What follows belongs to an exercise in optimizing a design on an open flow for small area; a production flow would make more cautious choices. In this exercise RTL edits were held to simulation tests only and were not proved equivalent to the original. Power is estimated from default activity; no workload was simulated.

==> inputs of v3 <==
// upcoin_top
module upcoin_top (
  input  logic clk,
  input  logic block_load,
  input  logic sck,
  input  logic sdi,
  output logic sdo,
  output logic done
);
==> module upcoin_top, before the edit <==
module upcoin_top (
  input  logic clk,
  input  logic block_load,
  input  logic sck,
  input  logic sdi,
  output logic sdo,
  output logic done
);
  logic        sck_s1, sck_s2;
  logic        sdi_s1;
  logic        sck_rise, sck_fall;
  logic [3:0]  p;          
  logic        run;        
  logic [2:0]  rev;        
  logic [8:0]  cnt;        
  logic [1:0]  pc;         
  logic [2:0]  pb;         
  logic        nb;         
  logic        nb_d;
  sha256_pkg::word_t win [0:15];
  sha256_pkg::word_t a, b, c, d, e, f, g, h;
  assign sck_rise = sck_s1 & ~sck_s2;
  assign sck_fall = ~sck_s1 & sck_s2;
  always_ff @(posedge clk or negedge block_load) begin
    if (!block_load) begin
      sck_s1 <= 1'b0;
      sck_s2 <= 1'b0;
    end else begin
      sck_s1 <= sck;
      sck_s2 <= sck_s1;
    end
  end
  logic round, sched, fin, init;
  logic ins, ins_last, accept;
  logic [1:0] pc_left;
  logic [9:0] cnt_next;
  logic       finish, pre_finish;
  assign init  = ~run & ~done;
  assign round = run & ~rev[2];
  assign sched = round & (rev[1:0] != 2'd3);
  assign fin   = run & rev[2] & ~p[3];
  assign accept   = sck_rise & ~((cnt[8:5] == 4'd15) & ({1'b0, cnt[4:0]} + {4'd0, pc} >= 6'd32));
  assign ins      = init & (p == cnt[8:5]) & pc[1];
  assign finish     = run & rev[2] & (p == 4'd8);
  assign pre_finish = run & rev[2] & (p == 4'd7);
  assign cnt_next   = {1'b0, cnt} + {8'd0, ins, (done & sck_fall) | pre_finish};
  assign ins_last = ins & cnt_next[9];
  assign pc_left  = ins ? {1'b0, pc[0]} : pc;
  always_ff @(posedge clk or negedge block_load) begin
    if (!block_load) begin
      p    <= '0;
      run  <= 1'b0;
      rev  <= '0;
      cnt  <= '0;
      pc   <= '0;
      done <= 1'b0;
      sdo  <= 1'b0;
    end else begin
      p   <= p + 4'd1;
      cnt <= cnt_next[8:0];
      pc  <= pc_left + {1'b0, accept};
      if (ins_last) run <= 1'b1;
      if (run) begin
        if (p == 4'd15) rev <= rev + 3'd1;
        if (finish) begin
          run  <= 1'b0;
          done <= 1'b1;
          sdo  <= a[31];
        end
      end
      if (done && sck_fall) sdo <= nb_d;
    end
  end
  always_ff @(posedge clk) begin
    sdi_s1 <= sdi;
    nb     <= nb_d;
    if (ins) pb[0] <= pb[2];
    if (accept) pb[pc_left] <= sdi_s1;
  end
  assign nb_d = (p[2:0] + cnt[7:5] == 3'd0) ? a[~cnt[4:0]] : nb;
  sha256_pkg::word_t next_word, ins_word, win_in;
  sha256_pkg::word_t n1, n2, n3, n4;
  assign {n1, n2}  = sha256_pkg::csa(sha256_pkg::small_sigma1(win[14]), win[9], sha256_pkg::small_sigma0(win[1]));
  assign {n3, n4}  = sha256_pkg::csa(n1, n2, win[0]);
  assign next_word = sha256_pkg::add(n3, n4);
  assign ins_word  = {win[0][29:0], pb[0], pb[1]};
  assign win_in    = sched ? next_word : (ins ? ins_word : win[0]);
  always_ff @(posedge clk) begin
    for (int i = 0; i < 15; i++) win[i] <= win[i+1];
    win[15] <= win_in;
  end
  sha256_pkg::word_t kc, dg, u1, v1, m1, m2, q1, q2, e1, e2, a1, a2, a3, a4;
  sha256_pkg::word_t a_rnd, a_in, e_in;
  sha256_pkg::word_t kt;
  logic [2:0] hi;
  sha256_k_rom k_rom_i (.t({rev[1:0], p}), .k(kt));
  assign hi = 3'd3 - p[2:0];
  always_comb begin
    if (round)            kc = kt;
    else if (init || fin) kc = sha256_pkg::hash_init[32*(3'd7 - hi) +: 32];
    else                  kc = '0;
  end
  assign dg = init ? '0 : d;
  assign {u1, v1} = sha256_pkg::csa(sha256_pkg::big_sigma1(e), sha256_pkg::ch(e, f, g), win[0]);
  assign {m1, m2} = sha256_pkg::csa(h, u1, v1);
  assign {q1, q2} = sha256_pkg::csa(m1 & {32{round}}, m2 & {32{round}}, kc);
  assign {e1, e2} = sha256_pkg::csa(dg, q1, q2);
  assign {a1, a2} = sha256_pkg::csa(q1, q2, sha256_pkg::big_sigma0(a));
  assign {a3, a4} = sha256_pkg::csa(a1, a2, sha256_pkg::maj(a, b, c));
  assign e_in  = sha256_pkg::add(e1, e2);
  assign a_rnd = sha256_pkg::add(a3, a4);
  assign a_in  = round ? a_rnd : h;
  always_ff @(posedge clk) begin
    a <= a_in;
    b <= a;
    c <= b;
    d <= c;
    e <= e_in;
    f <= e;
    g <= f;
    h <= g;
  end
endmodule
==> flow/config.mk <==
export PLATFORM = sky130hd
export DESIGN_NAME = upcoin_top
export DESIGN_NICKNAME = upcoin_top
export VERILOG_FILES = /design/flow/design.v
export SDC_FILE = /design/flow/constraint.sdc
export NUM_CORES = 4
export LEC_CHECK = 0
export CAP_MARGIN = 20
export CORE_MARGIN = 2
export CORE_UTILIZATION = 65
export CTS_BUF_LIST = sky130_fd_sc_hd__clkbuf_16
export CTS_CLUSTER_DIAMETER = 80
export CTS_CLUSTER_SIZE = 30
export SLEW_MARGIN = 20
==> flow/constraint.sdc <==
create_clock -name core_clock -period 10.0 [get_ports {clk}]
set_input_delay 2.0000 -clock core_clock [delete_from_list [all_inputs] [get_ports {clk}]]
set_output_delay 2.0000 -clock core_clock [all_outputs]
set_load 0.01 [all_outputs]
standard.sh (not shown) runs the stock make flow with config.mk's settings and CLKGATE_MAP_FILE= SYNTH_SCRIPT=/design/flow/synth_recipe.tcl, a recipe that flattens the netlist after the stock synthesis.
==> flow/flow/run.sh <==
#!/bin/bash
set -euo pipefail
cd "$(dirname "$0")/.."
export CTS_ARGS="-sink_clustering_enable -repair_clock_nets -dont_use_dummy_load -buf_list sky130_fd_sc_hd__clkbuf_16 -sink_clustering_size 30 -sink_clustering_max_diameter 80"
bash standard.sh > standard_flow.log 2>&1
==> v4 (differences from v3) <==
--- a/flow/design.v
+++ b/flow/design.v
@@ -721,6 +721,7 @@
   logic [1:0]  pc;         
   logic [2:0]  pb;         
   logic        nb;         
+  logic [7:0]  kn;
   logic        nb_d;
   sha256_pkg::word_t win [0:15];
   sha256_pkg::word_t a, b, c, d, e, f, g, h;
@@ -739,16 +740,13 @@
   logic ins, ins_last, accept;
   logic [1:0] pc_left;
   logic [9:0] cnt_next;
-  logic       finish, pre_finish;
   assign init  = ~run & ~done;
   assign round = run & ~rev[2];
   assign sched = round & (rev[1:0] != 2'd3);
   assign fin   = run & rev[2] & ~p[3];
   assign accept   = sck_rise & ~((cnt[8:5] == 4'd15) & ({1'b0, cnt[4:0]} + {4'd0, pc} >= 6'd32));
   assign ins      = init & (p == cnt[8:5]) & pc[1];
-  assign finish     = run & rev[2] & (p == 4'd8);
-  assign pre_finish = run & rev[2] & (p == 4'd7);
-  assign cnt_next   = {1'b0, cnt} + {8'd0, ins, (done & sck_fall) | pre_finish};
+  assign cnt_next = {1'b0, cnt} + {8'd0, ins, done & sck_fall};
   assign ins_last = ins & cnt_next[9];
   assign pc_left  = ins ? {1'b0, pc[0]} : pc;
   always_ff @(posedge clk or negedge block_load) begin
@@ -767,7 +765,7 @@
       if (ins_last) run <= 1'b1;
       if (run) begin
         if (p == 4'd15) rev <= rev + 3'd1;
-        if (finish) begin
+        if (rev[2] && p == 4'd8) begin
           run  <= 1'b0;
           done <= 1'b1;
           sdo  <= a[31];
@@ -782,7 +780,8 @@
     if (ins) pb[0] <= pb[2];
     if (accept) pb[pc_left] <= sdi_s1;
   end
-  assign nb_d = (p[2:0] + cnt[7:5] == 3'd0) ? a[~cnt[4:0]] : nb;
+  assign kn   = cnt[7:0] + 8'd1;
+  assign nb_d = (p[2:0] + kn[7:5] == 3'd0) ? a[~kn[4:0]] : nb;
   sha256_pkg::word_t next_word, ins_word, win_in;
   sha256_pkg::word_t n1, n2, n3, n4;
   assign {n1, n2}  = sha256_pkg::csa(sha256_pkg::small_sigma1(win[14]), win[9], sha256_pkg::small_sigma0(win[1]));
==> flow/run.sh (new file) <==
#!/bin/bash
# synth_recipe.tcl (not shown) runs the flow's synth.tcl, then flattens the netlist and writes it again
# the make line also repeats each setting of config.mk as NAME=value (left out here)
make -C /OpenROAD-flow-scripts/flow DESIGN_CONFIG=/design/flow/config.mk WORK_HOME=/design/flow/orfs CLKGATE_MAP_FILE= SYNTH_SCRIPT=/design/flow/synth_recipe.tcl finish
Settings changed: CORE_UTILIZATION 65 to 40, CTS_CLUSTER_SIZE 30 to 26.
removed: flow/flow/run.sh
removed: flow/standard.sh
==> v24 (differences from v3) <==
--- a/flow/design.v
+++ b/flow/design.v
@@ -721,6 +721,7 @@
   logic [1:0]  pc;         
   logic [2:0]  pb;         
   logic        nb;         
+  logic [7:0]  kn;
   logic        nb_d;
   sha256_pkg::word_t win [0:15];
   sha256_pkg::word_t a, b, c, d, e, f, g, h;
@@ -739,16 +740,13 @@
   logic ins, ins_last, accept;
   logic [1:0] pc_left;
   logic [9:0] cnt_next;
-  logic       finish, pre_finish;
   assign init  = ~run & ~done;
   assign round = run & ~rev[2];
   assign sched = round & (rev[1:0] != 2'd3);
   assign fin   = run & rev[2] & ~p[3];
   assign accept   = sck_rise & ~((cnt[8:5] == 4'd15) & ({1'b0, cnt[4:0]} + {4'd0, pc} >= 6'd32));
   assign ins      = init & (p == cnt[8:5]) & pc[1];
-  assign finish     = run & rev[2] & (p == 4'd8);
-  assign pre_finish = run & rev[2] & (p == 4'd7);
-  assign cnt_next   = {1'b0, cnt} + {8'd0, ins, (done & sck_fall) | pre_finish};
+  assign cnt_next = {1'b0, cnt} + {8'd0, ins, done & sck_fall};
   assign ins_last = ins & cnt_next[9];
   assign pc_left  = ins ? {1'b0, pc[0]} : pc;
   always_ff @(posedge clk or negedge block_load) begin
@@ -767,7 +765,7 @@
       if (ins_last) run <= 1'b1;
       if (run) begin
         if (p == 4'd15) rev <= rev + 3'd1;
-        if (finish) begin
+        if (rev[2] && p == 4'd8) begin
           run  <= 1'b0;
           done <= 1'b1;
           sdo  <= a[31];
@@ -782,7 +780,8 @@
     if (ins) pb[0] <= pb[2];
     if (accept) pb[pc_left] <= sdi_s1;
   end
-  assign nb_d = (p[2:0] + cnt[7:5] == 3'd0) ? a[~cnt[4:0]] : nb;
+  assign kn   = cnt[7:0] + 8'd1;
+  assign nb_d = (p[2:0] + kn[7:5] == 3'd0) ? a[~kn[4:0]] : nb;
   sha256_pkg::word_t next_word, ins_word, win_in;
   sha256_pkg::word_t n1, n2, n3, n4;
   assign {n1, n2}  = sha256_pkg::csa(sha256_pkg::small_sigma1(win[14]), win[9], sha256_pkg::small_sigma0(win[1]));
==> flow/flow/run.sh (replaced) <==
#!/bin/bash
set -euo pipefail
cd "$(dirname "$0")/.."
export CTS_ARGS="-sink_clustering_enable -repair_clock_nets -dont_use_dummy_load -buf_list sky130_fd_sc_hd__clkbuf_16 -sink_clustering_size 34 -sink_clustering_max_diameter 60"
bash standard.sh > standard_flow.log 2>&1
Settings changed: CORE_UTILIZATION 65 to 80, CTS_CLUSTER_DIAMETER 80 to 60, CTS_CLUSTER_SIZE 30 to 34, PLACE_DENSITY from default to 0.88.
==> metrics.csv <==
stage,metric,value,unit
run_status,status,no timing/DRC/antenna violations,
routing,Starting DRT DRC Count,1791,
logic_synthesis,Synth Area in Compound Gates,0.08573,
sta,Slew Limit Fails,0,
final_layout,Leading cell kind,multi-input gates,
logic_synthesis,synthesized netlist cell count,2915,
final_layout,"commonest non-fill, non-tap cell in the layout",dfxtp_1,
global_routing,largest net degree at the start of global routing,71,
worst_setup_path,"Max FO, Critical Path",18,
final_layout,Biggest register,win,
power,Total Power,5260,µW
placed_design,pre-CTS WS,1.740,ns
final_layout,Final nets,3308,
Source of the figures above: v4

==> metrics.csv <==
stage,metric,value,unit
logic_synthesis,Synth top area share,0.4604,
floorplanning,IO Count,6,
final_layout,Final nets,3290,
routing,Starting DRT DRC Count,2476,
final_layout,"commonest non-fill, non-tap cell in the layout",dfxtp_1,
power,Total Power,4937,µW
placed_design,pre-CTS WS,1.874,ns
global_routing,largest net degree at the start of global routing,65,
logic_synthesis,Synth Area in Compound Gates,0.08923,
logic_synthesis,synthesized netlist cell count,2890,
run_status,status,no timing/DRC/antenna violations,
final_layout,Leading cell kind,multi-input gates,
sta,Final Cycle Share,0.8348,
power,Internal,3900,µW
sta,Slew Limit Fails,0,
worst_setup_path,"Max FO, Critical Path",15,
Source of the figures above: v3

==> metrics.csv <==
stage,metric,value,unit
logic_synthesis,Yosys cell types,71,
global_routing,largest net degree at the start of global routing,65,
floorplanning,Initial Util,0.8067,
run_status,Failed at,global routing (5_1_grt),
placed_design,pre-CTS WS,1.860,ns
placed_design,post-DP HPWL,84470,µm
run_status,stop err,[ERROR GRT-0116] Global routing finished with congestion. Check the congestion regions in the DRC Viewer.,
cts,number of buffers inserted by hold repair at cts,0,
run_status,status,stopped before the end,
global_routing,gr busiest metal,met2,
global_routing,routing usage on met2,0.8549,
logic_synthesis,"Top FF cell, synth",dfxtp_1,
logic_synthesis,synthesized netlist cell count,2915,
logic_synthesis,Synth Area in Compound Gates,0.08573,
Source of the figures above: v24


---

==> run a: inputs <==
Another version of the RTL of upcoin_top (not shown whole).
clock: 10.0 ns
lec_check: 0
cap_margin: 20
core_margin: 2
core_utilization: 65
cts_buf_list: sky130_fd_sc_hd__clkbuf_16
cts_cluster_diameter: 70
cts_cluster_size: 30
slew_margin: 20
synth_hierarchical: 1
synth_minimum_keep_size: 0
==> flow/flow/run.sh <==
#!/bin/bash
set -euo pipefail
cd "$(dirname "$0")/.."
export CTS_ARGS="-sink_clustering_enable -repair_clock_nets -dont_use_dummy_load -buf_list sky130_fd_sc_hd__clkbuf_16 -sink_clustering_size 30 -sink_clustering_max_diameter 70"
bash standard.sh > standard_flow.log 2>&1
==> run b (differences from run a) <==
--- a/flow/design.v
+++ b/flow/design.v
@@ -187,11 +187,11 @@
   sha256_pkg::word_t n1, n2, n3, n4;
   sha256_csa csa_n1_i (.x(sha256_pkg::small_sigma1(win[14])), .y(win[9]), .z(sha256_pkg::small_sigma0(win[1])), .s(n1), .c(n2_w));
   assign n2 = {n2_w[30:0], 1'b0};
   sha256_csa csa_n3_i (.x(n1), .y(n2), .z(win[0]), .s(n3), .c(n4_w));
   assign n4 = {n4_w[30:0], 1'b0};
-  assign next_word = sha256_pkg::add_ci(n3, n4, 16);
+  assign next_word = sha256_pkg::add_ci(n3, n4, 11);
   assign ins_word  = {win[0][29:0], pb[0], pb[1]};
   assign win_in    = sched ? next_word : (ins ? ins_word : win[0]);
   always_ff @(posedge clk) begin
     for (int i = 0; i < 15; i++) win[i] <= win[i+1];
     win[15] <= win_in;
@@ -845,11 +845,11 @@
   assign e2 = {e2_w[30:0], 1'b0};
   sha256_csa csa_a1_i (.x(q1), .y(q2), .z(sha256_pkg::big_sigma0(a)), .s(a1), .c(a2_w));
   assign a2 = {a2_w[30:0], 1'b0};
   sha256_csa csa_a3_i (.x(a1), .y(a2), .z(sha256_pkg::maj(a, b, c)), .s(a3), .c(a4_w));
   assign a4 = {a4_w[30:0], 1'b0};
-  assign e_in  = sha256_pkg::add_ci(e1, e2, 11);
+  assign e_in  = sha256_pkg::add_ci(e1, e2, 8);
   assign a_rnd = sha256_pkg::add(a3, a4);
   assign a_in  = round ? a_rnd : h;
   always_ff @(posedge clk) begin
     a <= a_in;
     b <= a;
==> flow/flow/run.sh (replaced) <==
#!/bin/bash
set -euo pipefail
cd "$(dirname "$0")/.."
export CTS_ARGS="-sink_clustering_enable -repair_clock_nets -dont_use_dummy_load -buf_list sky130_fd_sc_hd__clkbuf_16 -sink_clustering_size 26 -sink_clustering_max_diameter 80"
bash standard.sh > standard_flow.log 2>&1
Settings changed: CTS_CLUSTER_DIAMETER 70 to 80, CTS_CLUSTER_SIZE 30 to 26.
==> out/metrics.cfg <==
[run_status]
status = complete, no violations

[logic_synthesis]
synth_area_leaders = dfxtp_1 47%, fa_1 20%, xnor2_1 7.3%, ha_1 2.7%, nand2_1 1.9%

[layout]
fin_area_um2 = 34500
multi_input_cells = 1602

[worst_setup_path]
worst_ep_required_time_ns = 10.47

[power]
power.share.clock = 0.323
p_switching_w = 0.00106

[global_route]
gr-usage-met1 = 0.479

That was run a.
==> out/metrics.cfg <==
[worst_setup_path]
crit_top_cell = fa_1
critPathMaxStageDelay_ns = 0.80
r2r_slack_ns = 2.03
worst_ep_required_time_ns = 10.48

[layout]
multi_input_cells = 1617
seqCellArea_um2 = 16100
fin_area_um2 = 34600

[logic_synthesis]
synth_area_leaders = dfxtp_1 47%, fa_1 20%, xnor2_1 7.2%, ha_1 2.9%, nand2_1 1.8%

[power]
p_clk_w = 0.00168

[run_status]
status = complete, no violations

That was run b.

-- port drivers added, routing unchanged --
In the flow no input, the clock included, has a driving cell. The finished layouts below were timed again as built, in two steps. Step 1: set_driving_cell puts a clkbuf_16 on clk and a buf_2 on each other input, an assumption about the parent block. Step 2, shift: input delay + t, output delay - t, t = (earliest + latest rising clock arrival at the registers) / 2. This alone moves slack from input paths to output paths. a / b / c = ideal ports / drivers / drivers and shift; a / b = the first two.
| run | shift t [ns] | setup WS [ns] | hold WS [ns] | worst slew at a driven data input, ns |
|---|---|---|---|---|
| v3 | 0.627 | 1.652 / 1.652 / 1.652 | 0.280 / 0.280 / 0.280 | 0.03 |
| v4 | 0.667 | 1.560 / 1.560 / 1.560 | 0.321 / 0.321 / 0.321 | 0.04 |
| run a | 0.613 | 0.994 / 0.994 / 0.994 | 0.262 / 0.262 / 0.262 | 0.03 |
| run b | 0.617 | 2.032 / 2.032 / 2.032 | 0.288 / 0.288 / 0.288 | 0.03 |
After both steps setup and hold are still met in every run listed.
